What follows belongs to an exercise in optimizing a design on an open flow for small area; a production flow would make more cautious choices. Only simulation tests tie the RTL to the original design; equivalence was not proved. Power figures rest on the tool's default switching activity, not on a simulated workload.

--- flow/design.v ---
package tcam_mem_ctrl_pkg;
    localparam int KEY_W      = 28;
    localparam int SUB_W      = 7;
    localparam int BLOCKS     = 4;
    localparam int RULES      = 64;
    localparam int WORD_W     = 32;
    localparam int SEARCH_LAT = 2;
    localparam int IDX_W    = 6;
    localparam int SLOT_W   = 5;
    localparam int BLK_W    = 2;
    localparam int CNT_W    = 11;
    localparam int ADDR_PAD = KEY_W - BLK_W - 1 - SUB_W;
    localparam int INIT_WRITES = BLOCKS * 2 * (1 << SUB_W);
    localparam int UPD_WRITES  = BLOCKS * (1 << SUB_W);
    localparam logic [1:0] INIT   = 2'd0;
    localparam logic [1:0] IDLE   = 2'd1;
    localparam logic [1:0] DRAIN  = 2'd2;
    localparam logic [1:0] UPDATE = 2'd3;
    localparam int RULE_W = 2 * KEY_W + 1;
    localparam int R_KEY  = KEY_W + 1;   
    localparam int R_CARE = 1;           
    localparam int R_VAL  = 0;           
endpackage
import tcam_mem_ctrl_pkg::*;
module tcam_word_gen (
    input  logic [BLK_W-1:0]               blk,
    input  logic [SUB_W-1:0]               a,
    input  logic [WORD_W-1:0][RULE_W-1:0]  rules,
    output logic [WORD_W-1:0]              word
);
    logic [SUB_W-1:0] ks;
    logic [SUB_W-1:0] cs;
    always_comb begin
        word = '0;
        ks   = '0;
        cs   = '0;
        for (int r = 0; r < WORD_W; r++) begin
            for (int b = 0; b < BLOCKS; b++)
                if (blk == BLK_W'(b)) begin
                    ks = rules[r][R_KEY  + b*SUB_W +: SUB_W];
                    cs = rules[r][R_CARE + b*SUB_W +: SUB_W];
                end
            word[r] = rules[r][R_VAL] && (((a ^ ks) & cs) == '0);
        end
    end
endmodule
import tcam_mem_ctrl_pkg::*;
module tcam_mem_ctrl (
    input  logic              in_clk,
    input  logic              in_rstn,
    input  logic              in_upd_valid,
    output logic              out_upd_ready,
    input  logic [IDX_W-1:0]  in_upd_idx,
    input  logic [KEY_W-1:0]  in_upd_key,
    input  logic [KEY_W-1:0]  in_upd_care,
    input  logic              in_upd_en,
    input  logic              in_srch_valid,
    output logic              out_srch_ready,
    input  logic [KEY_W-1:0]  in_srch_key,
    output logic              out_rslt_valid,
    output logic [IDX_W-1:0]  out_rslt_pma,
    output logic              out_rslt_hit,
    output logic              out_busy,
    output logic              out_csb,
    output logic              out_web,
    output logic [3:0]        out_wmask,
    output logic [KEY_W-1:0]  out_addr,
    output logic [WORD_W-1:0] out_wdata,
    input  logic [IDX_W-1:0]  in_pma
);
    logic [1:0]          state;
    logic [CNT_W-1:0]    cnt;
    logic [IDX_W-1:0]    idx;
    logic                rdy;
    logic [SEARCH_LAT:0] vld;
    logic [RULES-1:0][RULE_W-1:0]  shadow;
    logic [WORD_W-1:0][RULE_W-1:0] gen_rules;
    logic [RULE_W-1:0]   new_rule;
    logic                gen_half;
    logic [BLK_W-1:0]    gen_blk;
    logic [SUB_W-1:0]    gen_a;
    logic [WORD_W-1:0]   gen_word;
    logic                upd_acc;
    logic                srch_acc;
    assign out_upd_ready  = rdy;
    assign out_srch_ready = rdy & ~in_upd_valid;
    assign upd_acc        = rdy & in_upd_valid;
    assign srch_acc       = out_srch_ready & in_srch_valid;
    assign out_busy       = (state != IDLE);
    assign out_wmask      = 4'hF;
    assign out_rslt_valid = vld[SEARCH_LAT];
    assign out_rslt_pma   = vld[SEARCH_LAT] ? in_pma : '0;
    assign new_rule = {in_upd_key, in_upd_care, in_upd_en};
    always_comb begin
        gen_half  = upd_acc ? in_upd_idx[IDX_W-1] : idx[IDX_W-1];
        gen_blk   = upd_acc ? '0 : cnt[BLK_W+SUB_W-1:SUB_W];
        gen_a     = upd_acc ? '0 : cnt[SUB_W-1:0];
        gen_rules = gen_half ? shadow[RULES-1:WORD_W]
                             : shadow[WORD_W-1:0];
        if (upd_acc)
            gen_rules[in_upd_idx[SLOT_W-1:0]] = new_rule;
    end
    tcam_word_gen u_word_gen (
        .blk   (gen_blk),
        .a     (gen_a),
        .rules (gen_rules),
        .word  (gen_word)
    );
    always_ff @(posedge in_clk or negedge in_rstn) begin
        if (!in_rstn) begin
            state     <= INIT;
            cnt       <= '0;
            idx       <= '0;
            rdy       <= 1'b0;
            vld       <= '0;
            shadow    <= '0;
            out_csb   <= 1'b1;
            out_web   <= 1'b1;
            out_addr  <= '0;
            out_wdata <= '0;
        end else begin
            vld     <= {vld[SEARCH_LAT-1:0], srch_acc};
            out_csb <= 1'b1;
            out_web <= 1'b1;
            case (state)
                INIT: begin
                    if (cnt == CNT_W'(INIT_WRITES)) begin
                        state <= IDLE;
                        rdy   <= 1'b1;
                        cnt   <= '0;
                    end else begin
                        out_csb   <= 1'b0;
                        out_web   <= 1'b0;
                        out_addr  <= {{ADDR_PAD{1'b0}}, cnt[9:0]};
                        out_wdata <= '0;
                        cnt       <= cnt + 1'b1;
                    end
                end
                IDLE: begin
                    if (upd_acc) begin
                        shadow[in_upd_idx] <= new_rule;
                        idx <= in_upd_idx;
                        rdy <= 1'b0;
                        if (|vld) begin
                            state <= DRAIN;
                            cnt   <= '0;
                        end else begin
                            state     <= UPDATE;
                            out_csb   <= 1'b0;
                            out_web   <= 1'b0;
                            out_addr  <= {{ADDR_PAD{1'b0}}, 2'b00,
                                          in_upd_idx[IDX_W-1], 7'd0};
                            out_wdata <= gen_word;
                            cnt       <= CNT_W'(1);
                        end
                    end else if (srch_acc) begin
                        out_csb  <= 1'b0;
                        out_addr <= in_srch_key;
                    end
                end
                DRAIN: begin
                    if (vld == '0)
                        state <= UPDATE;
                end
                UPDATE: begin
                    if (cnt == CNT_W'(UPD_WRITES)) begin
                        state <= IDLE;
                        rdy   <= 1'b1;
                        cnt   <= '0;
                    end else begin
                        out_csb   <= 1'b0;
                        out_web   <= 1'b0;
                        out_addr  <= {{ADDR_PAD{1'b0}}, cnt[8:7],
                                      idx[IDX_W-1], cnt[6:0]};
                        out_wdata <= gen_word;
                        cnt       <= cnt + 1'b1;
                    end
                end
            endcase
        end
    end
    logic                hit_now;
    logic [SEARCH_LAT:0] hit_pipe;
    always_comb begin
        hit_now = 1'b0;
        for (int i = 0; i < RULES; i++)
            if (shadow[i][R_VAL] &&
                (((in_srch_key ^ shadow[i][R_KEY +: KEY_W]) &
                  shadow[i][R_CARE +: KEY_W]) == '0))
                hit_now = 1'b1;
    end
    always_ff @(posedge in_clk or negedge in_rstn) begin
        if (!in_rstn)
            hit_pipe <= '0;
        else
            hit_pipe <= {hit_pipe[SEARCH_LAT-1:0], srch_acc & hit_now};
    end
    assign out_rslt_hit = vld[SEARCH_LAT] & hit_pipe[SEARCH_LAT];
endmodule
--- flow/run.sh ---
#!/bin/bash
# synth_recipe.tcl (not shown) runs the flow's synth.tcl, then flattens the netlist and writes it again
# the make line also repeats each setting of config.mk as NAME=value (left out here)
make -C /OpenROAD-flow-scripts/flow DESIGN_CONFIG=/design/flow/config.mk WORK_HOME=/design/flow/orfs CLKGATE_MAP_FILE= SYNTH_SCRIPT=/design/flow/synth_recipe.tcl finish
--- flow/config.mk ---
export PLATFORM = sky130hd
export DESIGN_NAME = tcam_mem_ctrl
export DESIGN_NICKNAME = tcam_mem_ctrl
export VERILOG_FILES = /design/flow/design.v
export SDC_FILE = /design/flow/constraint.sdc
export NUM_CORES = 8
export LEC_CHECK = 0
export CAP_MARGIN = 20
export CORE_MARGIN = 2
export CORE_UTILIZATION = 18
export PLACE_DENSITY = 0.35
export SLEW_MARGIN = 20
--- flow/constraint.sdc ---
create_clock -name core_clock -period 10.0 [get_ports {in_clk}]
set_input_delay 2.0000 -clock core_clock [delete_from_list [all_inputs] [get_ports {in_clk}]]
set_output_delay 2.0000 -clock core_clock [all_outputs]
set_load 0.01 [all_outputs]
==> results_dict.tcl, run 1 <==
set metrics [dict create \
    maxCapViolCount 0 \
    ys.warnings.count 2 \
    cts_tree "built" \
    outcome "finished clean" \
    p_leak_nw 104.7 \
    clkSlewWorstSetupHoldPaths_ns 0.06 \
    max_slew.worst_pin.slew_ns 1.434 \
    syn_area_um2 200900 \
    crit_start "in_upd_idx[1]" \
    via_per_inst 5.488 \
    crit_path_max_incr_delay_ns 1.12 \
    slowest_stage "clkdlybuf4s50_1" \
    synth_area_leaders "dfrtp_1 46%, xor2_1 7.8%, nand2_1 7.2%, mux2_2 5.5%, o21ai_0 5.5%" \
    start_util_pct 18.03 \
    syn_area_per_cell_um2 9.706 \
    synth_most_common_cell "nand2_1" \
    grt_max_degree 177 \
    hold_violations 0 \
    grt_usage_pct 25.37 \
    clock_latency_ns 1.12 \
    grt_remaining_overflow 0 \
    async_flop_share_pct 100.0 \
    drtAntennaViolNets 0 \
    hpwl_um 995900 \
    io_pins 178 \
    critPathBufInv 4 \
    grt_pass1_wl_um 1925000 \
    r2r-start "idx[5]$_DFFE_PN0P_" \
    row_count 388 \
    end_kind "flip-flop" \
    regArea_um2 93380 \
    core_um2 1115000 \
    vdd.ir_drop.worst_mv 0.1661 \
    cts-resized-gates 0 \
    synth_edf_count 0 \
    worst_path_most_repeated_cell "buf_4" \
    first_iter_violations 32500 \
    drc_errors 0 \
    portBuffers 173 \
    drive_above_1_share_pct 14.14 \
    rsz0062_at_grt "false" \
    ys_ff_latch 3731 \
    fillCellCount 122300 \
    fin_crit_sh_pct 71.29 \
    synth_ff_type "dfrtp_1" \
    die_area_um2 1125000 \
    finClkSkew_ns 0.1392 \
    relSlewSlack_pct 4.375 \
    routed_wl_um 1493000 \
    cts_max_level 5 \
    setup_tns_ns 0 \
    ctsRootBufferMaster "clkbuf_16" \
    crit_fanout 24 \
    first_pass_iters 10 \
    fin_cells 35690 \
    numCtsBuffers 457 \
    antenna_found_initial 305 \
    nets 20300 \
    clock_sinks 3731 \
    postCtsSetupRepairBufs 0 \
    setup_viol_count_final 0 \
    yosys.area.top_type "dfrtp_1" \
    clockBufferDepth 4 \
    ys_seq_area_share_pct 46.47 \
    maxSlewViolCount 0 \
    wl_per_cell_um 41.82 \
    report.power.total_w 0.03551 \
    multiInputGateArea_um2 100700 \
    crit_family "buffers and inverters" \
    start_kind "primary input" \
    grt_pass1_vias 181900 \
    synth.distinct_cells 104 \
    arrival_ns 8.05 \
    holdCritPathClass "flip-flop to flip-flop" \
    powerDensity_nw_per_um2 149.2 \
    via_count 195900 \
    path_cells "clkdlybuf4s50_1 > inv_1 > ha_2 > nor3b_4 > xnor2_2 > buf_4 > buf_4 > and3_1 > o221ai_1 > a21oi_1 > nor2_1 > nor4_1 > a211oi_1 > a32o_1" \
    min_period_ns 7.129 \
    crit_required_ns 10.92 \
    synthCells 20700 \
    fp.dieW_um 1061 \
    gp_congestion 0.9560 \
    hp-start "hit_pipe[1]$_DFF_PN0_" \
    post-place-cells 34540 \
    die-height_um 1061 \
    cts_hold_buf 0 \
    worst-setup-path-type "primary input to flip-flop" \
    yosysTopAreaCellShare_pct 46.44 \
    fmax_mhz 140.3 \
    synthTopCellsByCount "3839 x nand2_1, 3729 x dfrtp_1, 2204 x o21ai_0, 1795 x xor2_1, 1077 x clkbuf_1" \
    area_growth_pct 18.49 \
]
-- area by class of cell --
type	count	area share (%)
Multi-Input combinational cell	15020	42.32
Clock buffer	680	5.623
Antenna cell	309	0.3248
Sequential cell	3731	39.23
Inverter	15	0.02838
Timing Repair Buffer	962	3.845
Clock inverter	157	0.8493
Tap cell	14820	7.789
-- worst register-to-register path, cell delays in order, from the launching register on --
cell      delay, ns
dfrtp_4        0.75
buf_4          0.78
inv_6          0.29
buf_4          0.53
nor3_4         1.03
buf_4          0.70
a221oi_1       0.17
buf_4          0.25
a211oi_1       0.70
o221ai_1       0.25
xnor2_1        0.21
o22ai_1        0.11
o41ai_1        0.38
-- worst paths after layout --
| kind | to | slack (ns) | cells past startpoint |
|---|---|---|---|
| worst min-delay path | hit_pipe[2]$_DFF_PN0_ | 0.36 | 0 |
| worst min register to register | hit_pipe[2]$_DFF_PN0_ | 0.36 | 0 |
| worst max register to register | out_wdata[8]$_DFFE_PN0P_ | 3.78 | 12 |
| min in group asynchronous | shadow[236]$_DFFE_PN0P_ | 0.96 | 1 |
| worst max-delay path | out_wdata[1]$_DFFE_PN0P_ | 2.87 | 14 |
| max in group asynchronous | shadow[3415]$_DFFE_PN0P_ | 6.46 | 3 |
-- through the flow --
step                      area, um2  hold slack (ns)  util, %  setup WS, ns
after floorplan              200900           0.3312        -         4.698
after global placement       221500           0.3430    19.88         1.151
after detailed placement     221800           0.3395    19.90         2.002
after CTS                    237200           0.3642    21.28         3.137
after global routing         237600           0.3749    21.32         3.000
final                        238100           0.3571    21.36         2.871
-- layer usage --
metal	vias up	track usage [%]	part of all wire, %
met1	104100	32.98	40
li1	74230	-	-
met3	3297	6.878	10
met4	94	17.70	7.7
met2	14100	36.33	42
met5	-	0	0.079
-- where the power goes --
group          switching, W  internal [W]  total (W)
combinational       0.00224      0.000318    0.00256
clock               0.00777        0.0101     0.0179
sequential                0        0.0151     0.0151
total                0.0100        0.0255     0.0355
-- cell usage in the layout (no fill, tap or decap), types with 111 or more instances in the layout --
cell and count:
xnor2_1 169, nor2_1 333, a21oi_1 470, buf_4 713
nand3_1 516, clkbuf_8 131, mux2_2 985, dfrtp_1 3721
clkbuf_16 459, clkbuf_1 114, a22o_1 529, a22oi_1 359
o21ai_0 2202, mux2i_1 783, diode_2 309, nor3_1 147
a221oi_1 320, o221ai_1 131, xor2_1 1794, o22ai_1 271
a32o_1 651, a211oi_1 139, nand2_1 3756, a31oi_1 191
buf_12 111, nand4_1 198
-- flip-flops by register name, indices dropped and copies added (netlist names) --
signal     count
rdy            1
state          2
out_addr      28
out_wdata     32
cnt           11
shadow      3648
out_web        1
idx            1
hit_pipe       3
vld            3
out_csb        1
-- kinds of logic (layout without fill, tap and decap cells) --
kind of cell	after synthesis	count (layout)	synth area share, %
other	1	313	0.001866
adders and majority gates	10	10	0.06227
AOI/OAI and AO/OA	5814	5814	19.86
muxes	1782	1782	9.535
DFF	3731	3731	46.47
xor gates and xnor gates	1967	1967	8.574
buffers and inverters	1956	1814	4.139
and+or+nand+nor	5441	5441	11.36
==> inputs of run 2 (changes only) <==
==> flow/design.v (replaced) <==
package tcam_mem_ctrl_pkg;
    localparam int KEY_W  = 28;
    localparam int SUB_W  = 7;
    localparam int BLOCKS = 4;
    localparam int RULES  = 64;
    localparam int WORD_W = 32;
    localparam int IDX_W  = 6;
    localparam int ENC_W = 2 * KEY_W;
endpackage
import tcam_mem_ctrl_pkg::*;
module tcam_row_cmp (
    input  logic [KEY_W-1:0] k,
    input  logic [KEY_W-1:0] kn,
    input  logic [ENC_W-1:0] rule,
    output logic             match
);
    logic [KEY_W-1:0] mm;
    always_comb
        for (int j = 0; j < KEY_W; j++)
            mm[j] = (k[j] & rule[2*j+1]) | (kn[j] & rule[2*j]);
    assign match = ~|mm;
endmodule
module tcam_word_gen (
    input  logic [RULES-1:0]  g,
    input  logic [IDX_W-1:0]  s,
    output logic [WORD_W-1:0] word
);
    logic [62:0] l5;
    logic [46:0] l4;
    logic [38:0] l3;
    logic [34:0] l2;
    logic [32:0] l1;
    logic [31:0] l0;
    always_comb begin
        for (int i = 0; i < 63; i++) l5[i] = s[5] ? g[(i + 32) % 64] : g[i];
        for (int i = 0; i < 47; i++) l4[i] = s[4] ? l5[i + 16] : l5[i];
        for (int i = 0; i < 39; i++) l3[i] = s[3] ? l4[i + 8]  : l4[i];
        for (int i = 0; i < 35; i++) l2[i] = s[2] ? l3[i + 4]  : l3[i];
        for (int i = 0; i < 33; i++) l1[i] = s[1] ? l2[i + 2]  : l2[i];
        for (int i = 0; i < 32; i++) l0[i] = s[0] ? l1[i + 1]  : l1[i];
        word = l0;
    end
endmodule
import tcam_mem_ctrl_pkg::*;
module tcam_mem_ctrl (
    input  logic              in_clk,
    input  logic              in_rstn,
    input  logic              in_upd_valid,
    output logic              out_upd_ready,
    input  logic [IDX_W-1:0]  in_upd_idx,
    input  logic [KEY_W-1:0]  in_upd_key,
    input  logic [KEY_W-1:0]  in_upd_care,
    input  logic              in_upd_en,
    input  logic              in_srch_valid,
    output logic              out_srch_ready,
    input  logic [KEY_W-1:0]  in_srch_key,
    output logic              out_rslt_valid,
    output logic [IDX_W-1:0]  out_rslt_pma,
    output logic              out_rslt_hit,
    output logic              out_busy,
    output logic              out_csb,
    output logic              out_web,
    output logic [3:0]        out_wmask,
    output logic [KEY_W-1:0]  out_addr,
    output logic [WORD_W-1:0] out_wdata,
    input  logic [IDX_W-1:0]  in_pma
);
    logic              idle, init;
    logic [2:0]        vld;
    logic              vld3;
    logic              hp1, hp2;
    logic [IDX_W-1:0]  t;
    logic [IDX_W-1:0]  idx;
    logic              pend;
    logic [ENC_W-1:0]  stg;
    logic [RULES-1:0][ENC_W-1:0] ring;
    logic upd_acc, srch_acc, sweep, last, ins;
    logic [ENC_W-1:0]  new_enc, ins_val;
    logic [KEY_W-1:0]  kk, k, kn;
    logic [3:0]        en_b;
    logic [RULES-1:0]  g;
    logic [WORD_W-1:0] word_rot;
    logic              ovr;
    assign out_upd_ready  = idle;
    assign out_srch_ready = idle & ~in_upd_valid;
    assign out_busy       = ~idle;
    assign out_wmask      = 4'hF;
    assign out_rslt_valid = vld[2];
    assign out_rslt_pma   = in_pma;
    assign out_rslt_hit   = hp2;
    assign out_web        = vld[0];
    assign upd_acc  = idle & in_upd_valid;
    assign srch_acc = idle & ~in_upd_valid & in_srch_valid;
    assign sweep    = ~idle & ~init;
    assign last     = (&out_addr[6:0]) & (&out_addr[9:8]) & (out_addr[7] | ~init);
    always_comb
        for (int j = 0; j < KEY_W; j++) begin
            new_enc[2*j]   = in_upd_care[j] &  in_upd_key[j];
            new_enc[2*j+1] = in_upd_care[j] & ~in_upd_key[j];
            if (j % SUB_W == 0 && !in_upd_en) begin
                new_enc[2*j]   = 1'b1;
                new_enc[2*j+1] = 1'b1;
            end
        end
    assign ins = init | (pend & (t == ~idx));
    always_comb begin
        ins_val = stg;
        for (int b = 0; b < BLOCKS; b++) begin
            ins_val[2*SUB_W*b]   = stg[2*SUB_W*b]   | init;
            ins_val[2*SUB_W*b+1] = stg[2*SUB_W*b+1] | init;
        end
    end
    always_comb begin
        for (int b = 0; b < BLOCKS; b++)
            en_b[b] = ~sweep | (out_addr[9:8] == 2'(b));
        kk = out_addr;
        if (sweep)
            for (int b = 1; b < BLOCKS; b++)
                kk[SUB_W*b +: SUB_W] = out_addr[SUB_W-1:0];
        for (int j = 0; j < KEY_W; j++) begin
            k[j]  = en_b[j / SUB_W] &  kk[j];
            kn[j] = en_b[j / SUB_W] & ~kk[j];
        end
    end
    for (genvar p = 0; p < RULES; p++) begin : g_row
        tcam_row_cmp u_cmp (.k(k), .kn(kn), .rule(ring[p]), .match(g[p]));
    end
    tcam_word_gen u_word_gen (
        .g    (g),
        .s    ({t[5] ^ idx[5], t[4:0]}),
        .word (word_rot)
    );
    always_comb begin
        logic [SUB_W-1:0] mm;
        for (int j = 0; j < SUB_W; j++)
            mm[j] = (k[j] & stg[2*j+1]) | (kn[j] & stg[2*j]);
        ovr = ~|mm;
    end
    always_comb
        for (int r = 0; r < WORD_W; r++)
            out_wdata[r] = ~init & ((pend && idx[4:0] == 5'(r)) ? ovr : word_rot[r]);
    always_ff @(posedge in_clk or negedge in_rstn) begin
        if (!in_rstn) begin
            idle    <= 1'b0;
            init    <= 1'b1;
            vld     <= '0;
            out_csb <= 1'b1;
        end else begin
            vld     <= {vld[1:0], srch_acc};
            out_csb <= 1'b1;
            if (init) begin
                if (!out_csb && last) begin
                    init <= 1'b0;
                    idle <= 1'b1;
                end else
                    out_csb <= 1'b0;
            end else if (idle) begin
                if (upd_acc) begin
                    idle <= 1'b0;
                    if (vld == '0)
                        out_csb <= 1'b0;
                end else if (srch_acc)
                    out_csb <= 1'b0;
            end else begin
                if (out_csb) begin
                    if ({vld3, vld} == '0)
                        out_csb <= 1'b0;
                end else if (last)
                    idle <= 1'b1;
                else
                    out_csb <= 1'b0;
            end
        end
    end
    always_ff @(posedge in_clk) begin
        vld3 <= vld[2];
        hp1  <= |g;
        hp2  <= hp1;
        t    <= t + 1'b1;
        if (upd_acc) begin
            idx <= in_upd_idx;
            stg <= new_enc;
        end
        if (upd_acc)
            pend <= 1'b1;
        else if (init || t == ~idx)
            pend <= 1'b0;
        ring[0] <= ins ? ins_val : ring[RULES-1];
        for (int p = 1; p < RULES; p++)
            ring[p] <= ring[p-1];
        if (srch_acc)
            out_addr <= in_srch_key;
        else begin
            out_addr[KEY_W-1:10] <= '0;
            if (out_csb | idle)
                out_addr[9:0] <= {2'b00, idle ? in_upd_idx[5] : (~init & idx[5]), 7'd0};
            else begin
                out_addr[6:0] <= out_addr[6:0] + 1'b1;
                if (init)
                    out_addr[9:7] <= out_addr[9:7] + {2'b00, &out_addr[6:0]};
                else
                    out_addr[9:8] <= out_addr[9:8] + {1'b0, &out_addr[6:0]};
            end
        end
    end
endmodule
==> results_dict.tcl, run 2 <==
set metrics [dict create \
    outcome "complete, but fails checks" \
    so_faults "antenna rules, setup timing" \
    power_frac_comb_pct 25.7 \
    nets 11190 \
    synthTopCellsByCount "3621 x dfxtp_1, 782 x a22oi_1, 511 x mux2i_1, 425 x nand2_1, 365 x clkbuf_1" \
    cts_max_level 5 \
    die-height_um 829.3 \
    routed_wl_um 1038000 \
    core_um2 679800 \
    grt_pass1_wl_um 1294000 \
    drive_above_1_share_pct 15.91 \
    grt_usage_pct 28.77 \
    worst-setup-path-type "flip-flop to output pin" \
    synthCells 10610 \
    fin_cells 20600 \
    fmax_mhz 97.74 \
    area_growth_pct 26.32 \
    first_pass_iters 9 \
    most-common-layout-cells "3591 x dfxtp_1, 781 x a22oi_1, 559 x buf_4" \
    powerDensity_nw_per_um2 273.9 \
    vdd.ir_drop.worst_mv 0.2122 \
    grt_remaining_overflow 0 \
    row_count 303 \
    cts_tree "built" \
    internal_power_w 0.02601 \
    final_common_cell "dfxtp_1" \
    setup_viol_count_final 16 \
    wl_per_cell_um 50.39 \
    rsz0062_at_grt "false" \
    holdCritPathClass "flip-flop to flip-flop" \
    fp.dieW_um 829.3 \
    p_clk_share_pct 38.9 \
    ys_ff_latch 3690 \
    gp_congestion 1.022 \
    clock_sinks 3690 \
    io_pins 178 \
    arrival_ns 8.23 \
    synth_edf_count 63 \
    crit_fanout 10 \
    finClkSkew_ns 0.1110 \
    drtAntennaViolNets 1 \
    portBuffers 161 \
    seqPwrFrac_pct 35.4 \
    synth_ff_type "dfxtp_1" \
    min_period_ns 10.23 \
    end_kind "output pin" \
    synth.distinct_cells 109 \
    syn_area_um2 122600 \
    cts_hold_buf 0 \
    hold_violations 0 \
    die_area_um2 687700 \
    hpwl_um 750200 \
    via_count 116600 \
    relSlewSlack_pct 7.546 \
    first_iter_violations 21210 \
    synth_area_leaders "dfxtp_1 59%, a22oi_1 4.8%, mux2i_1 4.2%, a22o_1 2.6%, and3_1 1.8%" \
    yosys.area.top_type "dfxtp_1" \
    clkSlewWorstSetupHoldPaths_ns 0.06 \
    ctsRootBufferMaster "clkbuf_16" \
    p_sw_share_pct 38.68 \
    ys.warnings.count 3 \
    syn_area_per_cell_um2 11.56 \
    crit_required_ns 8.00 \
    max_slew.worst_pin.slew_ns 1.387 \
    yosysTopAreaCellShare_pct 59.13 \
    reg.largest.list "ring (3584), stg (56), out_addr (28)" \
    ys_seq_area_share_pct 60.79 \
    synth_most_common_cell "dfxtp_1" \
    antenna_found_initial 204 \
    numCtsBuffers 418 \
    grt_pass1_vias 109300 \
    timing.final.ws_setup_ns -0.2308 \
    power_switching_w 0.01641 \
    utilization_pct 22.78 \
    p_leak_nw 55.88 \
    clockBufferDepth 4 \
    maxSlewViolCount 0 \
    grt_max_degree 60 \
    via_per_inst 5.659 \
    drc_errors 0 \
    async_flop_share_pct 0.1626 \
    fin_crit_sh_pct 102.3 \
    start_kind "flip-flop" \
    maxCapViolCount 0 \
    largest_register_ffs 3584 \
    start_util_pct 18.04 \
    clock_latency_ns 1.15 \
    post-place-cells 19650 \
    top_register "ring" \
]
-- run 2: changes by cell type in the layout (fill, tap and decap cells not counted), moves of 273 or more --
cell,change
o21ai_0,-2129
mux2_2,-809
a22oi_1,+422
nand2_1,-3333
mux2i_1,-273
a32o_1,-641
dfxtp_1,+3591
xor2_1,-1788
dfrtp_1,-3718
-- run 2: layout make-up --
cell class	instances	area, um2
clock inverter	171	2422
inverter	132	561.8
tap	8997	11260
antenna	169	422.9
sequential	3690	74640
fill	72400	524900
clock buffer	598	12100
timing repair buffer	844	8254
multi-input combinational	5997	45210
-- run 2: cell families after synthesis --
group                      synth area share, %
DFF                                      60.79
and+or+nand+nor                          10.99
xor gates and xnor gates                0.1214
adders and majority gates              0.05103
muxes                                    5.966
other                                 0.003059
buffers and inverters                    3.262
AOI/OAI and AO/OA                        18.81
-- run 2: worst paths after layout --
path	cells after the start	endpoint	start	slack, ns
min in group asynchronous	1	vld[0]$_DFF_PN0_	in_rstn	1.30
min	0	ring[2798]$_DFF_P_	ring[2742]$_DFF_P_	0.29
max in group asynchronous	1	idle$_DFFE_PN0N_	in_rstn	8.20
max	15	out_wdata[25]	out_addr[20]$_SDFF_PN0_	-0.23
max reg2reg	12	hp1$_DFF_P_	out_addr[20]$_SDFF_PN0_	3.53
min reg2reg	0	ring[2798]$_DFF_P_	ring[2742]$_DFF_P_	0.29
-- run 2: repair_timing --
action	CTS	global route
pin swaps	5	1
endpoints found under the setup margin	15	5
resized for setup	7	4
setup buffers	10	1
gates cloned	1	0
-- run 2: stage by stage --
| stage | total power, W | TNS, ns | cell area, um2 | worst slack [ns] | hold slack, ns |
|---|---|---|---|---|---|
| floorplan | 0.01763 | 0 | 122600 | 3.990 | 0.3096 |
| global placement | 0.02533 | 0 | 139600 | 0.7182 | 0.3163 |
| detailed placement | 0.02531 | 0 | 139700 | 0.7322 | 0.3198 |
| CTS | 0.04158 | 0 | 154300 | 0.005469 | 0.2961 |
| global route | 0.04219 | 0 | 154500 | 0.01897 | 0.3097 |
| finish | 0.04242 | -1.671 | 154900 | -0.2308 | 0.2908 |
-- run 2: critical path, cell delays in order (launching register included) --
cell,delay [ns]
dfxtp_4,0.71
clkinv_2,0.70
buf_4,0.48
buf_4,0.31
o22ai_4,1.03
a221oi_1,0.20
nand4_1,0.49
nor4_2,0.09
buf_4,0.20
o311ai_0,0.47
o311ai_0,0.40
buf_4,0.29
a221oi_1,0.78
a31oi_1,0.10
o211a_1,0.29
clkdlybuf4s50_1,0.49
-- run 2: power by group through the flow --
stage | clock (W) | sequential (W) | combinational (W)
final | 0.0165 | 0.0150 | 0.0109
after CTS | 0.0165 | 0.0150 | 0.0100
after detailed placement | 0 | 0.0153 | 0.00996
after global routing | 0.0171 | 0.0150 | 0.0101
after global placement | 0 | 0.0153 | 0.00998
after floorplan | 0 | 0.0151 | 0.00252
-- run 2: layer usage --
layer / up-vias / wire length, um / global-route usage, %
met3: 3478 / 123700 / 11.37
met2: 11310 / 412400 / 39.77
met5: - / 667 / 0.1929
met1: 59720 / 410300 / 35.67
met4: 74 / 90940 / 21.62
li1: 41980 / - / -
==> inputs of run 3 (changes only) <==
--- a/flow/design.v
+++ b/flow/design.v
@@ -8,17 +8,59 @@
     localparam int ENC_W = 2 * KEY_W;
 endpackage
 import tcam_mem_ctrl_pkg::*;
+module tcam_aoi222 (input logic a1, a2, b1, b2, c1, c2, output logic y);
+    assign y = ~((a1 & a2) | (b1 & b2) | (c1 & c2));
+endmodule
+module tcam_oai22 (input logic a1, a2, b1, b2, output logic y);
+    assign y = ~((a1 | a2) & (b1 | b2));
+endmodule
+module tcam_nand4 (input logic a, b, c, d, output logic y);
+    assign y = ~(a & b & c & d);
+endmodule
+module tcam_nand3 (input logic a, b, c, output logic y);
+    assign y = ~(a & b & c);
+endmodule
+module tcam_nand2 (input logic a, b, output logic y);
+    assign y = ~(a & b);
+endmodule
+module tcam_nor2 (input logic a, b, output logic y);
+    assign y = ~(a | b);
+endmodule
+module tcam_mux2i (input logic a0, a1, s, output logic y);
+    assign y = ~(s ? a1 : a0);
+endmodule
 module tcam_row_cmp (
     input  logic [KEY_W-1:0] k,
     input  logic [KEY_W-1:0] kn,
     input  logic [ENC_W-1:0] rule,
-    output logic             match
+    output logic             gn
 );
-    logic [KEY_W-1:0] mm;
+    logic [ENC_W-3:0] ln;
     always_comb
-        for (int j = 0; j < KEY_W; j++)
-            mm[j] = (k[j] & rule[2*j+1]) | (kn[j] & rule[2*j]);
-    assign match = ~|mm;
+        for (int j = 0; j < KEY_W - 1; j++) begin
+            ln[2*j]   = kn[j];
+            ln[2*j+1] = k[j];
+        end
+    logic [17:0] y;
+    for (genvar i = 0; i < 18; i++) begin : g_aoi
+        tcam_aoi222 u (.a1(ln[3*i]),   .a2(rule[3*i]),
+                       .b1(ln[3*i+1]), .b2(rule[3*i+1]),
+                       .c1(ln[3*i+2]), .c2(rule[3*i+2]), .y(y[i]));
+    end
+    logic mm;
+    tcam_oai22 u_b27 (.a1(k[27]), .a2(rule[55]), .b1(kn[27]), .b2(rule[54]),
+                      .y(mm));
+    logic [4:0] n;
+    logic [2:0] p;
+    tcam_nand4 u_n0 (.a(y[0]),  .b(y[1]),  .c(y[2]),  .d(y[3]),  .y(n[0]));
+    tcam_nand4 u_n1 (.a(y[4]),  .b(y[5]),  .c(y[6]),  .d(y[7]),  .y(n[1]));
+    tcam_nand4 u_n2 (.a(y[8]),  .b(y[9]),  .c(y[10]), .d(y[11]), .y(n[2]));
+    tcam_nand4 u_n3 (.a(y[12]), .b(y[13]), .c(y[14]), .d(y[15]), .y(n[3]));
+    tcam_nand2 u_n4 (.a(y[16]), .b(y[17]), .y(n[4]));
+    tcam_nor2  u_p0 (.a(n[0]), .b(n[1]), .y(p[0]));
+    tcam_nor2  u_p1 (.a(n[2]), .b(n[3]), .y(p[1]));
+    tcam_nor2  u_p2 (.a(n[4]), .b(mm),   .y(p[2]));
+    tcam_nand3 u_g  (.a(p[0]), .b(p[1]), .c(p[2]), .y(gn));
 endmodule
 module tcam_word_gen (
     input  logic [RULES-1:0]  g,
@@ -31,15 +73,25 @@
     logic [34:0] l2;
     logic [32:0] l1;
     logic [31:0] l0;
-    always_comb begin
-        for (int i = 0; i < 63; i++) l5[i] = s[5] ? g[(i + 32) % 64] : g[i];
-        for (int i = 0; i < 47; i++) l4[i] = s[4] ? l5[i + 16] : l5[i];
-        for (int i = 0; i < 39; i++) l3[i] = s[3] ? l4[i + 8]  : l4[i];
-        for (int i = 0; i < 35; i++) l2[i] = s[2] ? l3[i + 4]  : l3[i];
-        for (int i = 0; i < 33; i++) l1[i] = s[1] ? l2[i + 2]  : l2[i];
-        for (int i = 0; i < 32; i++) l0[i] = s[0] ? l1[i + 1]  : l1[i];
-        word = l0;
-    end
+    for (genvar i = 0; i < 63; i++) begin : g_l5
+        tcam_mux2i u (.a0(g[i]), .a1(g[(i + 32) % 64]), .s(s[5]), .y(l5[i]));
+    end
+    for (genvar i = 0; i < 47; i++) begin : g_l4
+        tcam_mux2i u (.a0(l5[i]), .a1(l5[i + 16]), .s(s[4]), .y(l4[i]));
+    end
+    for (genvar i = 0; i < 39; i++) begin : g_l3
+        tcam_mux2i u (.a0(l4[i]), .a1(l4[i + 8]), .s(s[3]), .y(l3[i]));
+    end
+    for (genvar i = 0; i < 35; i++) begin : g_l2
+        tcam_mux2i u (.a0(l3[i]), .a1(l3[i + 4]), .s(s[2]), .y(l2[i]));
+    end
+    for (genvar i = 0; i < 33; i++) begin : g_l1
+        tcam_mux2i u (.a0(l2[i]), .a1(l2[i + 2]), .s(s[1]), .y(l1[i]));
+    end
+    for (genvar i = 0; i < 32; i++) begin : g_l0
+        tcam_mux2i u (.a0(l1[i]), .a1(l1[i + 1]), .s(s[0]), .y(l0[i]));
+    end
+    assign word = l0;
 endmodule
 import tcam_mem_ctrl_pkg::*;
 module tcam_mem_ctrl (
@@ -78,8 +130,8 @@
     logic [ENC_W-1:0]  new_enc, ins_val;
     logic [KEY_W-1:0]  kk, k, kn;
     logic [3:0]        en_b;
-    logic [RULES-1:0]  g;
-    logic [WORD_W-1:0] word_rot;
+    logic [RULES-1:0]  gn;
+    logic [WORD_W-1:0] wn;
     logic              ovr;
     assign out_upd_ready  = idle;
     assign out_srch_ready = idle & ~in_upd_valid;
@@ -93,7 +145,7 @@
     assign srch_acc = idle & ~in_upd_valid & in_srch_valid;
     assign sweep    = ~idle & ~init;
     assign last     = (&out_addr[6:0]) & (&out_addr[9:8]) & (out_addr[7] | ~init);
-    always_comb
+    always_comb begin
         for (int j = 0; j < KEY_W; j++) begin
             new_enc[2*j]   = in_upd_care[j] &  in_upd_key[j];
             new_enc[2*j+1] = in_upd_care[j] & ~in_upd_key[j];
@@ -102,6 +154,8 @@
                 new_enc[2*j+1] = 1'b1;
             end
         end
+        new_enc[ENC_W-1:ENC_W-2] = ~new_enc[ENC_W-1:ENC_W-2];
+    end
     assign ins = init | (pend & (t == ~idx));
     always_comb begin
         ins_val = stg;
@@ -121,14 +175,16 @@
             k[j]  = en_b[j / SUB_W] &  kk[j];
             kn[j] = en_b[j / SUB_W] & ~kk[j];
         end
+        k[KEY_W-1]  = ~k[KEY_W-1];
+        kn[KEY_W-1] = ~kn[KEY_W-1];
     end
     for (genvar p = 0; p < RULES; p++) begin : g_row
-        tcam_row_cmp u_cmp (.k(k), .kn(kn), .rule(ring[p]), .match(g[p]));
+        tcam_row_cmp u_cmp (.k(k), .kn(kn), .rule(ring[p]), .gn(gn[p]));
     end
     tcam_word_gen u_word_gen (
-        .g    (g),
+        .g    (gn),
         .s    ({t[5] ^ idx[5], t[4:0]}),
-        .word (word_rot)
+        .word (wn)
     );
     always_comb begin
         logic [SUB_W-1:0] mm;
@@ -138,7 +194,7 @@
     end
     always_comb
         for (int r = 0; r < WORD_W; r++)
-            out_wdata[r] = ~init & ((pend && idx[4:0] == 5'(r)) ? ovr : word_rot[r]);
+            out_wdata[r] = ~init & ((pend && idx[4:0] == 5'(r)) ? ovr : ~wn[r]);
     always_ff @(posedge in_clk or negedge in_rstn) begin
         if (!in_rstn) begin
             idle    <= 1'b0;
@@ -174,7 +230,7 @@
     end
     always_ff @(posedge in_clk) begin
         vld3 <= vld[2];
-        hp1  <= |g;
+        hp1  <= ~&gn;
         hp2  <= hp1;
         t    <= t + 1'b1;
         if (upd_acc) begin
--- a/flow/config.mk
+++ b/flow/config.mk
@@ -7,6 +7,10 @@
 export LEC_CHECK = 0
 export CAP_MARGIN = 20
 export CORE_MARGIN = 2
-export CORE_UTILIZATION = 18
-export PLACE_DENSITY = 0.35
+export CORE_UTILIZATION = 65
+export CTS_BUF_LIST = sky130_fd_sc_hd__clkbuf_16
+export CTS_CLUSTER_DIAMETER = 60
+export CTS_CLUSTER_SIZE = 30
+export PLACE_DENSITY = 0.75
 export SLEW_MARGIN = 20
+export SYNTH_HIERARCHICAL = 1
==> results_dict.tcl, run 3 <==
set metrics [dict create \
    ys_ff_latch 3690 \
    synth_edf_count 63 \
    cts_hold_buf 0 \
    synth_compound_area_share_pct 13.43 \
    yosysTopAreaCellShare_pct 76.10 \
    vdd.ir_drop.worst_mv 0.1805 \
    regToRegSetupSlack_ns 4.37 \
    maxCapViolCount 0 \
    drc_errors 0 \
    async_flop_share_pct 0.1626 \
    reg.largest.list "ring (3584), stg (56), out_addr (28)" \
    post-place-cells 8366 \
    numCtsBuffers 161 \
    worst_path_most_repeated_cell "mux2i_1" \
    max_slew.worst_pin.slew_ns 1.208 \
    grt_pass1_vias 57900 \
    io_pins 178 \
    seqPwrFrac_pct 64.9 \
    synth_ff_type "dfxtp_1" \
    first_pass_iters 11 \
    p_leak_nw 38.94 \
    crit_required_ns 8.00 \
    fmax_mhz 102.9 \
    core_um2 145600 \
    crit_fanout 49 \
    most-common-layout-cells "3616 x dfxtp_1, 1152 x a222oi_1, 275 x nand4_1" \
    relSlewSlack_pct 19.29 \
    row_count 140 \
    report.power.total_w 0.02270 \
    yosys.area.top_type "dfxtp_1" \
    powerDensity_nw_per_um2 215.1 \
    syn_area_um2 95250 \
    synth.distinct_cells 50 \
    min_period_ns 9.723 \
    synth-simple-area-share_pct 4.379 \
    clock_latency_ns 0.83 \
    arrival_ns 7.72 \
    top_register "ring" \
    internal_power_w 0.01809 \
    via_per_inst 6.698 \
    via_count 57760 \
    maxSlewViolCount 0 \
    fin_area_um2 105500 \
    die_area_um2 149600 \
    finClkSkew_ns 0.03828 \
    p_clk_share_pct 34.9 \
    power_frac_comb_pct 0.2 \
    fp.dieW_um 386.8 \
    synth_area_leaders "dfxtp_1 76%, a222oi_1 12%, mux2i_1 2.7%, edfxtp_1 2.0%, nand4_1 1.8%" \
    syn_area_per_cell_um2 15.28 \
    start_util_pct 65.44 \
    largest_register_ffs 3584 \
    cts_tree "built" \
    portBuffers 161 \
    die-height_um 386.8 \
    placed_area_um2 100300 \
    synthTopCellsByCount "3621 x dfxtp_1, 1152 x a222oi_1, 275 x nand4_1, 258 x mux2i_1, 232 x nor2_1" \
    synth_adder_area_share_pct 0.06568 \
    ys.warnings.count 8 \
    setup_viol_count_final 0 \
    ys_seq_area_share_pct 78.25 \
    area_growth_pct 10.79 \
    fin_crit_sh_pct 97.23 \
    cts_max_level 4 \
    drtAntennaViolNets 0 \
    end_kind "output pin" \
    grt_remaining_overflow 0 \
    final_common_cell "dfxtp_1" \
    power_switching_w 0.004604 \
    hpwl_um 166500 \
    gp_congestion 0.9671 \
    p_sw_share_pct 20.29 \
    wl_per_cell_um 28.35 \
    antenna_found_initial 4 \
    outcome "finished clean" \
    crit_path_max_incr_delay_ns 0.92 \
    grt_pass1_wl_um 366000 \
    synthCells 6234 \
    synth_top_family_by_area "compound AO/OA/AOI/OAI gates" \
    slowest_stage "dfstp_4" \
    clockBufferDepth 3 \
    ctsRootBufferMaster "clkbuf_16" \
    rsz0062_at_grt "false" \
    grt_usage_pct 31.76 \
    drive_above_1_share_pct 7.037 \
    n_antenna_cell 0 \
    grt_max_degree 65 \
    routed_wl_um 244400 \
    setup_tns_ns 0 \
    synthMuxAreaShare_pct 3.369 \
    first_iter_violations 9741 \
    synthXorXnorAreaFrac_pct 0.1471 \
    start_kind "flip-flop" \
    holdCritPathClass "flip-flop to flip-flop" \
    fin_cells 8624 \
    worst-setup-path-type "flip-flop to output pin" \
    clkSlewWorstSetupHoldPaths_ns 0.10 \
    clock_sinks 3690 \
    nets 6719 \
    path_cells "nor2_1 > and2_1 > a21oi_1 > nor2_4 > buf_12 > a222oi_1 > nand4_1 > nor2_1 > nand3_1 > mux2i_1 > mux2i_1 > mux2i_1 > mux2i_1 > mux2i_1 > mux2i_1 > a311oi_1 > a41o_1 > clkdlybuf4s50_1" \
    hold_violations 0 \
    synth_most_common_cell "dfxtp_1" \
]
## run 3: cell types whose count changed after synthesis, sizes merged, moves of 189 or more
| cell | delta |
|---|---|
| and3 | -342 |
| a2111oi | -189 |
| a22o | -349 |
| clkbuf | -342 |
| a22oi | -782 |
| mux2i | -253 |
| a21oi | -204 |
| nand2 | -334 |
| buf | -398 |
| a222oi | +1035 |
| a221oi | -256 |
| nand3 | -268 |
## run 3: per-stage QoR
stage               worst slack, ns  util (%)  hold WS (ns)
floorplan                     1.641         -        0.3096
global placement             0.7178     68.87        0.3313
detailed placement            1.206     68.87        0.3345
CTS                          0.1627     72.48        0.3284
global route                0.03790     72.50        0.3250
finish                       0.2771     72.50        0.3322
## run 3: layout make-up
class                   count  area [um2]
clock buffers             165        4129
multi-input cells        2478       20820
inverters                  18       67.56
repair buffers            264        2447
flip-flops and latches   3690       74550
well taps                1917        2399
fillers                  9394       40040
clock inverters            92        1115
## run 3: final timing paths
path | startpoint | endpoint | depth (start not counted)
setup / recovery | init$_DFF_PN1_ | out_wdata[7] | 18
hold / removal | ring[1625]$_DFF_P_ | ring[1681]$_DFF_P_ | 0
setup reg to reg | init$_DFF_PN1_ | hp1$_DFF_P_ | 12
hold reg to reg | ring[1625]$_DFF_P_ | ring[1681]$_DFF_P_ | 0
max in group asynchronous | in_rstn | out_csb$_DFF_PN1_ | 1
min in group asynchronous | in_rstn | idle$_DFFE_PN0N_ | 1
## run 3: logic make-up (layout without fill, tap and decap cells)
logic type | Yosys count | count (layout)
compound gates | 1337 | 1337
xor+xnor | 16 | 16
fa+ha+maj | 5 | 5
buf+inv | 69 | 539
flops | 3690 | 3690
mux | 307 | 307
other cells | 1 | 4
simple gates | 809 | 809
## run 3: Yosys stat by module, one instance, submodules excluded, excerpt
module	times used	area (um2)
tcam_aoi222	1152	10.01
tcam_nand2	64	3.754
tcam_oai22	64	6.256
tcam_nand4	256	6.256
tcam_nor2	192	3.754
tcam_mux2i	249	10.01
tcam_nand3	64	5.005
tcam_mem_ctrl	1	77940
## run 3: what timing repair did
item	4_1_cts	5_1_grt
gates resized for setup	0	1
endpoints found under the setup margin	0	27
setup buffers	0	0
## run 3: per-layer routing
metal	track usage [%]	share of wire [%]
met3	6.170	8.4
met4	10.82	3.4
met2	51.14	47
met5	0	0.0098
met1	43.26	42
## run 3: power by group through the flow
stage	combinational, W	clock, W	sequential, W
3_3_place_gp	0.0000503	0	0.0151
5_1_grt	0.0000551	0.00851	0.0147
6_report	0.0000519	0.00792	0.0147
4_1_cts	0.0000519	0.00800	0.0147
3_5_place_dp	0.0000516	0	0.0151
2_1_floorplan	0.0000130	0	0.0151
## run 3: worst max-delay path, delay by kind of cell (launching register included)
kind,cells,cell delay (ns)
DFF,1,0.92
and+or+nand+nor,6,2.11
buffers and inverters,2,0.80
muxes,6,1.50
AOI/OAI and AO/OA,4,1.46
==> inputs of run 4 (changes only) <==
==> flow/flow/run.sh (new file) <==
#!/bin/bash
# Layout flow: the standard ORFS flow (standard.sh, unchanged synthesis,
# floorplan, power grid and tap cells) with two changes made through the
# variables ORFS reads from the environment:
#  - ports are buffered with sky130_fd_sc_hd__buf_1 instead of the default
#    pick (clkdlybuf4s50_1),
#  - the clock tree uses clkbuf_8 sink clusters of at most 20 flops within
#    50 um, without dummy loads.
# ORFS writes each step's log under orfs/logs/; the make output goes to
# flow_make.log here.
set -euo pipefail
export BUFFER_PORTS_ARGS="-buffer_cell sky130_fd_sc_hd__buf_1"
export CTS_ARGS="-sink_clustering_enable -repair_clock_nets -dont_use_dummy_load -sink_clustering_size 20 -sink_clustering_max_diameter 50 -buf_list sky130_fd_sc_hd__clkbuf_8"
bash standard.sh finish > flow_make.log 2>&1
==> flow/standard.sh (new file) <==
#!/bin/bash
# synth_recipe.tcl (not shown) runs the flow's synth.tcl, then flattens the netlist and writes it again
# the make line also repeats each setting of config.mk as NAME=value (left out here)
make -C /OpenROAD-flow-scripts/flow DESIGN_CONFIG=/design/flow/config.mk WORK_HOME=/design/flow/orfs CLKGATE_MAP_FILE= SYNTH_SCRIPT=/design/flow/synth_recipe.tcl "${@:-finish}"
--- a/flow/config.mk
+++ b/flow/config.mk
@@ -8,9 +8,6 @@
 export CAP_MARGIN = 20
 export CORE_MARGIN = 2
 export CORE_UTILIZATION = 65
-export CTS_BUF_LIST = sky130_fd_sc_hd__clkbuf_16
-export CTS_CLUSTER_DIAMETER = 60
-export CTS_CLUSTER_SIZE = 30
 export PLACE_DENSITY = 0.75
 export SLEW_MARGIN = 20
 export SYNTH_HIERARCHICAL = 1
removed: flow/run.sh
==> results_dict.tcl, run 4 <==
set metrics [dict create \
    outcome "finished clean" \
    max_slew.worst_pin.slew_ns 1.131 \
    via_count 57570 \
    final_common_cell "dfxtp_1" \
    p_leak_nw 37.45 \
    grt_remaining_overflow 0 \
    internal_power_w 0.01667 \
    clock_latency_ns 0.98 \
    gp_congestion 0.9787 \
    worst_path_most_repeated_cell "mux2i_1" \
    r2r-start "init$_DFF_PN1_" \
    fp.dieW_um 386.8 \
    p_clk_share_pct 28.9 \
    grt_use_met2_pct 49.94 \
    async_flop_share_pct 0.1626 \
    regToRegSetupSlack_ns 4.47 \
    holdPathEnd "ring[1057]$_DFF_P_" \
    drtAntennaViolNets 0 \
    arrival_ns 7.79 \
    slowest_stage "dfstp_4" \
    core_um2 145600 \
    syn_area_per_cell_um2 15.28 \
    hpwl_um 165300 \
    grt_pass1_wl_um 363500 \
    die_area_um2 149600 \
    yosysTopAreaCellShare_pct 76.10 \
    routed_wl_um 240500 \
    r2r-end "hp1$_DFF_P_" \
    ctsRootBufferMaster "clkbuf_8" \
    crit_fanout 41 \
    synth.distinct_cells 50 \
    p_sw_share_pct 19.72 \
    cts_tree "built" \
    cts_max_level 4 \
    clockBufferDepth 3 \
    report.power.total_w 0.02076 \
    numCtsBuffers 215 \
    most-common-layout-cells "3616 x dfxtp_1, 1152 x a222oi_1, 275 x nand4_1" \
    fmax_mhz 102.2 \
    power_switching_w 0.004095 \
    met3_usage_pct 5.515 \
    maxSlewViolCount 0 \
    antenna_found_initial 5 \
    synth_edf_count 63 \
    ys_ff_latch 3690 \
    top_register "ring" \
    start_util_pct 65.44 \
    first_pass_iters 12 \
    nets 6765 \
    synthTopCellsByCount "3621 x dfxtp_1, 1152 x a222oi_1, 275 x nand4_1, 258 x mux2i_1, 232 x nor2_1" \
    clkSlewWorstSetupHoldPaths_ns 0.12 \
    synthCells 6234 \
    ys.warnings.count 8 \
    area_growth_pct 7.267 \
    rsz0062_at_grt "false" \
    syn_area_um2 95250 \
    maxCapViolCount 0 \
    grt_usage_pct 31.34 \
    die-height_um 386.8 \
    ys_seq_area_share_pct 78.25 \
    setup_viol_count_final 0 \
    drive_above_1_share_pct 6.640 \
    wl_per_cell_um 28.04 \
    start_kind "flip-flop" \
    reg.largest.list "ring (3584), stg (56), out_addr (28)" \
    vdd.ir_drop.worst_mv 0.1674 \
    min_period_ns 9.787 \
    yosys.area.top_type "dfxtp_1" \
    finClkSkew_ns 0.1066 \
    gr-max-usage-layer "met2" \
    crit_required_ns 8.00 \
    path_cells "or2_2 > nor2_2 > buf_4 > nor2_4 > buf_4 > buf_4 > a222oi_1 > nand4_1 > nor2_1 > nand3_1 > mux2i_1 > mux2i_1 > mux2i_1 > mux2i_1 > mux2i_1 > mux2i_1 > a311oi_1 > a41o_1 > buf_1" \
    hold_violations 0 \
    largest_register_ffs 3584 \
    worstRegToRegCells 12 \
    place_ws_ns 1.328 \
    hp-start "ring[1001]$_DFF_P_" \
    worst-setup-path-type "flip-flop to output pin" \
    fin_crit_sh_pct 97.87 \
    seqPwrFrac_pct 70.9 \
    row_count 140 \
    first_iter_violations 9635 \
    synth_most_common_cell "dfxtp_1" \
    drc_errors 0 \
    met1_usage_pct 42.91 \
    whs_path_depth 0 \
    io_pins 178 \
    clock_sinks 3690 \
    postCtsSetupRepairBufs 0 \
    crit_path_max_incr_delay_ns 0.62 \
    end_kind "output pin" \
    portBuffers 161 \
    grt_pass1_vias 58490 \
    synth_area_leaders "dfxtp_1 76%, a222oi_1 12%, mux2i_1 2.7%, edfxtp_1 2.0%, nand4_1 1.8%" \
    holdCritPathClass "flip-flop to flip-flop" \
    synth_ff_type "dfxtp_1" \
    powerDensity_nw_per_um2 203.2 \
    grt_max_degree 65 \
    power_frac_comb_pct 0.1 \
    relSlewSlack_pct 24.63 \
    via_per_inst 6.711 \
    timing.final.ws_setup_ns 0.2129 \
    setup_tns_ns 0 \
]
[run 4: cell counts after synthesis]
Identical to the previous run, type by type.
[run 4: what timing repair did]
item,CTS,global route
gates resized for setup,0,2
setup endpoints to repair,0,18
hold buffers,0,0
[run 4: worst max path at each step]
stage,endpoint,slack [ns],startpoint
after floorplan,out_wdata[3],1.64,idx[5]$_DFFE_PP_
after global placement,out_wdata[19],1.28,init$_DFF_PN1_
after detailed placement,out_wdata[7],1.33,init$_DFF_PN1_
after CTS,out_wdata[7],0.19,init$_DFF_PN1_
after global routing,out_wdata[19],0.12,init$_DFF_PN1_
final,out_wdata[7],0.21,init$_DFF_PN1_
[run 4: final cells by class]
| class | instances | area (um2) |
|---|---|---|
| diodes | 4 | 10.01 |
| repair buffers | 256 | 1368 |
| multi-input cells | 2478 | 20830 |
| inverters | 18 | 67.56 |
| flip-flops and latches | 3690 | 74540 |
| clock buffers | 215 | 2959 |
| fillers | 9652 | 43390 |
| well taps | 1917 | 2399 |
[run 4: modules after synthesis (local to each module, per instance), excerpt]
module / cells inside / cell area (um2) / copies in the design / flip-flops and latches
tcam_aoi222: 1 / 10.01 / 1152 / 0
tcam_mem_ctrl: 4193 / 77940 / 1 / 3690
tcam_mux2i: 1 / 10.01 / 249 / 0
tcam_nand2: 1 / 3.754 / 64 / 0
tcam_nand3: 1 / 5.005 / 64 / 0
tcam_nand4: 1 / 6.256 / 256 / 0
tcam_nor2: 1 / 3.754 / 192 / 0
tcam_oai22: 1 / 6.256 / 64 / 0
[run 4: cells by family (layout without fill, tap and decap cells)]
family          after synthesis  after routing  synth area share [%]
simple gates                809            809                 4.379
buf+inv                      69            489                0.3547
mux                         307            307                 3.369
xor+xnor                     16             16                0.1471
other cells                   1              8              0.003937
compound gates             1337           1337                 13.43
fa+ha+maj                     5              5               0.06568
flops                      3690           3690                 78.25
[run 4: through the flow]
step                      utilization (%)  instances  hold slack, ns  cell area (um2)
after floorplan                         -       6237          0.3096            95260
final                               70.19       8578          0.2655           102200
after global placement              68.15       8359          0.3317            99200
after CTS                           70.18       8574          0.2490           102200
after global routing                70.19       8577          0.2619           102200
after detailed placement            68.15       8359          0.3345            99200
[run 4: power groups by stage]
stage                     Clock [W]  Combinational [W]  Sequential, W
final                       0.00601          0.0000290         0.0147
after global routing        0.00657          0.0000323         0.0147
after CTS                   0.00606          0.0000284         0.0147
after detailed placement          0          0.0000280         0.0151
after global placement            0          0.0000269         0.0151
after floorplan                   0          0.0000130         0.0151
[run 4: metal layers]
layer | routed length, um | vias to the layer above
met2 | 110500 | 2855
met1 | 99600 | 28550
met3 | 20750 | 527
met5 | 27 | -
met4 | 9655 | 4
li1 | - | 25630
[run 4: worst max-delay path: cells and delay by family (launching register included)]
| kind | cells | cell delay [ns] |
|---|---|---|
| AO/OA/AOI/OAI | 3 | 0.86 |
| buffers and inverters | 4 | 1.14 |
| flip-flops | 1 | 0.62 |
| multiplexers | 6 | 1.54 |
| AND/OR/NAND/NOR | 6 | 2.56 |
==> inputs of run 5 (changes only) <==
--- a/flow/design.v
+++ b/flow/design.v
@@ -67,31 +67,17 @@
     input  logic [IDX_W-1:0]  s,
     output logic [WORD_W-1:0] word
 );
-    logic [62:0] l5;
-    logic [46:0] l4;
-    logic [38:0] l3;
-    logic [34:0] l2;
-    logic [32:0] l1;
-    logic [31:0] l0;
-    for (genvar i = 0; i < 63; i++) begin : g_l5
-        tcam_mux2i u (.a0(g[i]), .a1(g[(i + 32) % 64]), .s(s[5]), .y(l5[i]));
-    end
-    for (genvar i = 0; i < 47; i++) begin : g_l4
-        tcam_mux2i u (.a0(l5[i]), .a1(l5[i + 16]), .s(s[4]), .y(l4[i]));
-    end
-    for (genvar i = 0; i < 39; i++) begin : g_l3
-        tcam_mux2i u (.a0(l4[i]), .a1(l4[i + 8]), .s(s[3]), .y(l3[i]));
-    end
-    for (genvar i = 0; i < 35; i++) begin : g_l2
-        tcam_mux2i u (.a0(l3[i]), .a1(l3[i + 4]), .s(s[2]), .y(l2[i]));
-    end
-    for (genvar i = 0; i < 33; i++) begin : g_l1
-        tcam_mux2i u (.a0(l2[i]), .a1(l2[i + 2]), .s(s[1]), .y(l1[i]));
-    end
-    for (genvar i = 0; i < 32; i++) begin : g_l0
-        tcam_mux2i u (.a0(l1[i]), .a1(l1[i + 1]), .s(s[0]), .y(l0[i]));
-    end
-    assign word = l0;
+    logic [5:0][31:0] l;
+    for (genvar i = 0; i < 32; i++) begin : g_par
+        tcam_mux2i u (.a0(g[2*i]), .a1(g[2*i+1]), .s(s[0]), .y(l[0][i]));
+    end
+    for (genvar k = 1; k < 6; k++) begin : g_lvl
+        for (genvar i = 0; i < 32; i++) begin : g_bit
+            tcam_mux2i u (.a0(l[k-1][i]), .a1(l[k-1][(i + (1 << (k - 1))) % 32]),
+                          .s(s[k]), .y(l[k][i]));
+        end
+    end
+    assign word = l[5];
 endmodule
 import tcam_mem_ctrl_pkg::*;
 module tcam_mem_ctrl (
@@ -156,7 +142,7 @@
         end
         new_enc[ENC_W-1:ENC_W-2] = ~new_enc[ENC_W-1:ENC_W-2];
     end
-    assign ins = init | (pend & (t == ~idx));
+    assign ins = init | (pend & (t == ~{idx[4:0], idx[5]}));
     always_comb begin
         ins_val = stg;
         for (int b = 0; b < BLOCKS; b++) begin
@@ -183,7 +169,7 @@
     end
     tcam_word_gen u_word_gen (
         .g    (gn),
-        .s    ({t[5] ^ idx[5], t[4:0]}),
+        .s    (t + {5'd0, idx[5]}),
         .word (wn)
     );
     always_comb begin
@@ -239,7 +225,7 @@
         end
         if (upd_acc)
             pend <= 1'b1;
-        else if (init || t == ~idx)
+        else if (init || t == ~{idx[4:0], idx[5]})
             pend <= 1'b0;
         ring[0] <= ins ? ins_val : ring[RULES-1];
         for (int p = 1; p < RULES; p++)
==> flow/run.sh (new file) <==
#!/bin/bash
# synth_recipe.tcl (not shown) runs the flow's synth.tcl, then flattens the netlist and writes it again
# the make line also repeats each setting of config.mk as NAME=value (left out here)
make -C /OpenROAD-flow-scripts/flow DESIGN_CONFIG=/design/flow/config.mk WORK_HOME=/design/flow/orfs CLKGATE_MAP_FILE= SYNTH_SCRIPT=/design/flow/synth_recipe.tcl finish
--- a/flow/config.mk
+++ b/flow/config.mk
@@ -8,6 +8,9 @@
 export CAP_MARGIN = 20
 export CORE_MARGIN = 2
 export CORE_UTILIZATION = 65
+export CTS_BUF_LIST = sky130_fd_sc_hd__clkbuf_16
+export CTS_CLUSTER_DIAMETER = 60
+export CTS_CLUSTER_SIZE = 30
 export PLACE_DENSITY = 0.75
 export SLEW_MARGIN = 20
 export SYNTH_HIERARCHICAL = 1
removed: flow/flow/run.sh
removed: flow/standard.sh
==> results_dict.tcl, run 5 <==
set metrics [dict create \
    outcome "finished clean" \
    report.power.total_w 0.02249 \
    drive_above_1_share_pct 6.663 \
    gp_congestion 0.8866 \
    setup_viol_count_final 0 \
    drtAntennaViolNets 0 \
    via_per_inst 6.624 \
    clock_latency_ns 0.82 \
    postCtsSetupRepairBufs 0 \
    yosysTopAreaCellShare_pct 76.39 \
    ys_seq_area_share_pct 78.54 \
    finClkSkew_ns 0.03416 \
    grt_pass1_vias 57100 \
    clkSlewWorstSetupHoldPaths_ns 0.10 \
    end_kind "output pin" \
    cts_tree "built" \
    via_count 56660 \
    row_count 140 \
    p_leak_nw 38.70 \
    nets 6649 \
    start_kind "flip-flop" \
    synth.distinct_cells 49 \
    vdd.ir_drop.worst_mv 0.1788 \
    synthCells 6208 \
    grt_usage_pct 29.95 \
    cts_hold_buf 0 \
    synth_most_common_cell "dfxtp_1" \
    worst_path_most_repeated_cell "mux2i_1" \
    clock_sinks 3690 \
    synth_ff_type "dfxtp_1" \
    critPathBufInv 2 \
    setup_tns_ns 0 \
    async_flop_share_pct 0.1626 \
    ctsRootBufferMaster "clkbuf_16" \
    fmax_mhz 102.7 \
    cts_max_level 4 \
    relSlewSlack_pct 22.93 \
    grt_use_met2_pct 48.98 \
    grt_max_degree 65 \
    die_area_um2 149100 \
    synth_edf_count 63 \
    r2r-start "init$_DFF_PN1_" \
    crit_path_max_incr_delay_ns 0.73 \
    powerDensity_nw_per_um2 215.0 \
    crit_fanout 42 \
    core_um2 145200 \
    syn_area_per_cell_um2 15.29 \
    hp-start "ring[2439]$_DFF_P_" \
    slowest_stage "mux2i_1" \
    timing.final.ws_setup_ns 0.2651 \
    max_slew.worst_pin.slew_ns 1.156 \
    most-common-layout-cells "3621 x dfxtp_1, 1152 x a222oi_1, 276 x nand4_1" \
    met3_usage_pct 5.566 \
    crit_start "idle$_DFFE_PN0N_" \
    grt_remaining_overflow 0 \
    grt_pass1_wl_um 346600 \
    cts-resized-gates 0 \
    post-place-cells 8298 \
    path_cells "nor2_2 > o21ai_1 > and2_2 > buf_4 > a222oi_1 > nand4_1 > nor2_1 > nand3_1 > mux2i_1 > mux2i_1 > mux2i_1 > mux2i_1 > mux2i_1 > mux2i_1 > a211oi_1 > a31o_2 > clkdlybuf4s50_1" \
    rsz0062_at_grt "false" \
    drc_errors 0 \
    wl_per_cell_um 26.74 \
    routed_wl_um 228700 \
    synth_area_leaders "dfxtp_1 76%, a222oi_1 12%, mux2i_1 2.2%, edfxtp_1 2.0%, nand4_1 1.8%" \
    syn_area_um2 94890 \
    ys_ff_latch 3690 \
    fin_crit_sh_pct 97.35 \
    fin_cells 8553 \
    yosys.area.top_type "dfxtp_1" \
    arrival_ns 7.73 \
    regToRegSetupSlack_ns 4.05 \
    io_pins 178 \
    hpwl_um 156500 \
    ys.warnings.count 8 \
    crit_required_ns 8.00 \
    reg.largest.list "ring (3584), stg (56), out_addr (28)" \
    fp.dieW_um 386.1 \
    top_register "ring" \
    maxCapViolCount 0 \
    portBuffers 161 \
    numCtsBuffers 158 \
    area_growth_pct 10.22 \
    antenna_found_initial 9 \
    final_common_cell "dfxtp_1" \
    worst-setup-path-type "flip-flop to output pin" \
    synthTopCellsByCount "3621 x dfxtp_1, 1152 x a222oi_1, 276 x nand4_1, 251 x nor2_1, 209 x mux2i_1" \
    min_period_ns 9.735 \
    first_iter_violations 9171 \
    die-height_um 386.1 \
    first_pass_iters 10 \
    gr-max-usage-layer "met2" \
    maxSlewViolCount 0 \
    start_util_pct 65.35 \
    largest_register_ffs 3584 \
    met1_usage_pct 40.93 \
    place_ws_ns 1.260 \
    hold_violations 0 \
    holdCritPathClass "flip-flop to flip-flop" \
    clockBufferDepth 3 \
    crit_family "simple AND/OR/NAND/NOR gates" \
]
run 5: power breakdown:
group / total (W) / switching [W] / internal (W)
Combinational: 0.0000518 / 0.0000142 / 0.0000376
Clock: 0.00771 / 0.00450 / 0.00321
Sequential: 0.0147 / 0 / 0.0147
Total: 0.0225 / 0.00451 / 0.0180
run 5: layout make-up:
class / instances / area (um2)
flip-flops and latches: 3690 / 74530
inverters: 10 / 37.54
diodes: 2 / 5.005
repair buffers: 251 / 2337
multi-input cells: 2430 / 20290
fillers: 9270 / 40620
well taps: 1917 / 2399
clock buffers: 163 / 4079
clock inverters: 90 / 912.1
run 5: logic make-up after synthesis:
logic type	count (synthesis)	synth area share [%]
AND/OR/NAND/NOR	813	4.376
flip-flops	3690	78.54
multiplexers	258	2.786
buffers and inverters	91	0.5894
adder cells (fa/ha/maj)	7	0.09229
AO/OA/AOI/OAI	1329	13.43
other	1	0.003952
XOR/XNOR	19	0.1754
run 5: routing by layer:
metal / vias up / routed length, um
met1: 28300 / 95520
met3: 405 / 18720
met2: 2500 / 108200
met4: 16 / 6182
met5: - / 95
li1: 25440 / -
run 5: Yosys stat by module, one instance, submodules excluded, excerpt:
module,copies in the design,flip-flops and latches,cell area (um2),cells
tcam_mem_ctrl,1,3690,77920,4192
tcam_word_gen,1,0,240.2,32
tcam_mux2i,192,0,10.01,1
tcam_aoi222,1152,0,10.01,1
tcam_oai22,64,0,6.256,1
tcam_nand4,256,0,6.256,1
tcam_nand3,64,0,5.005,1
tcam_nor2,192,0,3.754,1
run 5: final timing paths:
kind | to | depth (start not counted)
worst max-delay path | out_wdata[13] | 17
worst min-delay path | ring[2495]$_DFF_P_ | 0
worst max register to register | hp1$_DFF_P_ | 12
worst min register to register | ring[2495]$_DFF_P_ | 0
max in group asynchronous | init$_DFF_PN1_ | 1
min in group asynchronous | vld[1]$_DFF_PN0_ | 1
run 5: through the flow:
| stage | instance area [um2] | hold slack (ns) | utilization [%] |
|---|---|---|---|
| after floorplan | 94900 | 0.3096 | - |
| after global placement | 99580 | 0.3173 | 68.58 |
| after detailed placement | 99580 | 0.3121 | 68.58 |
| after CTS | 104600 | 0.3305 | 72.01 |
| after global routing | 104600 | 0.3374 | 72.02 |
| final | 104600 | 0.3347 | 72.02 |

-- static timing again, ports no longer ideal --
Ports are ideal in the flow. The routed layouts listed here were re-timed in OpenROAD.
Step 1 (the two cells are an assumption about what drives the block):
set clk [get_ports {in_clk}]
set_driving_cell -lib_cell sky130_fd_sc_hd__clkbuf_16 $clk
set_driving_cell -lib_cell sky130_fd_sc_hd__buf_2 [delete_from_list [all_inputs] $clk]
Step 2 times the ports against the registers' clock, not the clock port: input delays grow and output delays shrink by t, the midpoint of the rising clock arrivals with the driver on.
Three values: ideal, step 1, step 2; two values: the first two.
run	shift t [ns]	setup slack, ns	clock arrival spread, ns	slew at the worst register clock pin (ns)
run 1	1.210	2.871 / 3.014 / 1.804	0.169 / 0.169	0.07 / 0.07
run 2	1.209	-0.231 / -0.335 / 0.875	0.130 / 0.131	0.07 / 0.07
run 3	0.905	0.277 / 0.184 / 1.088	0.046 / 0.047	0.11 / 0.11
run 4	1.020	0.213 / 0.133 / 1.153	0.133 / 0.133	0.12 / 0.12
run 5	0.887	0.265 / 0.181 / 1.068	0.038 / 0.039	0.11 / 0.11
For run 1, which loses most, drivers alone change the setup slack by +0.143 ns; drivers and shift together by -1.067 ns.
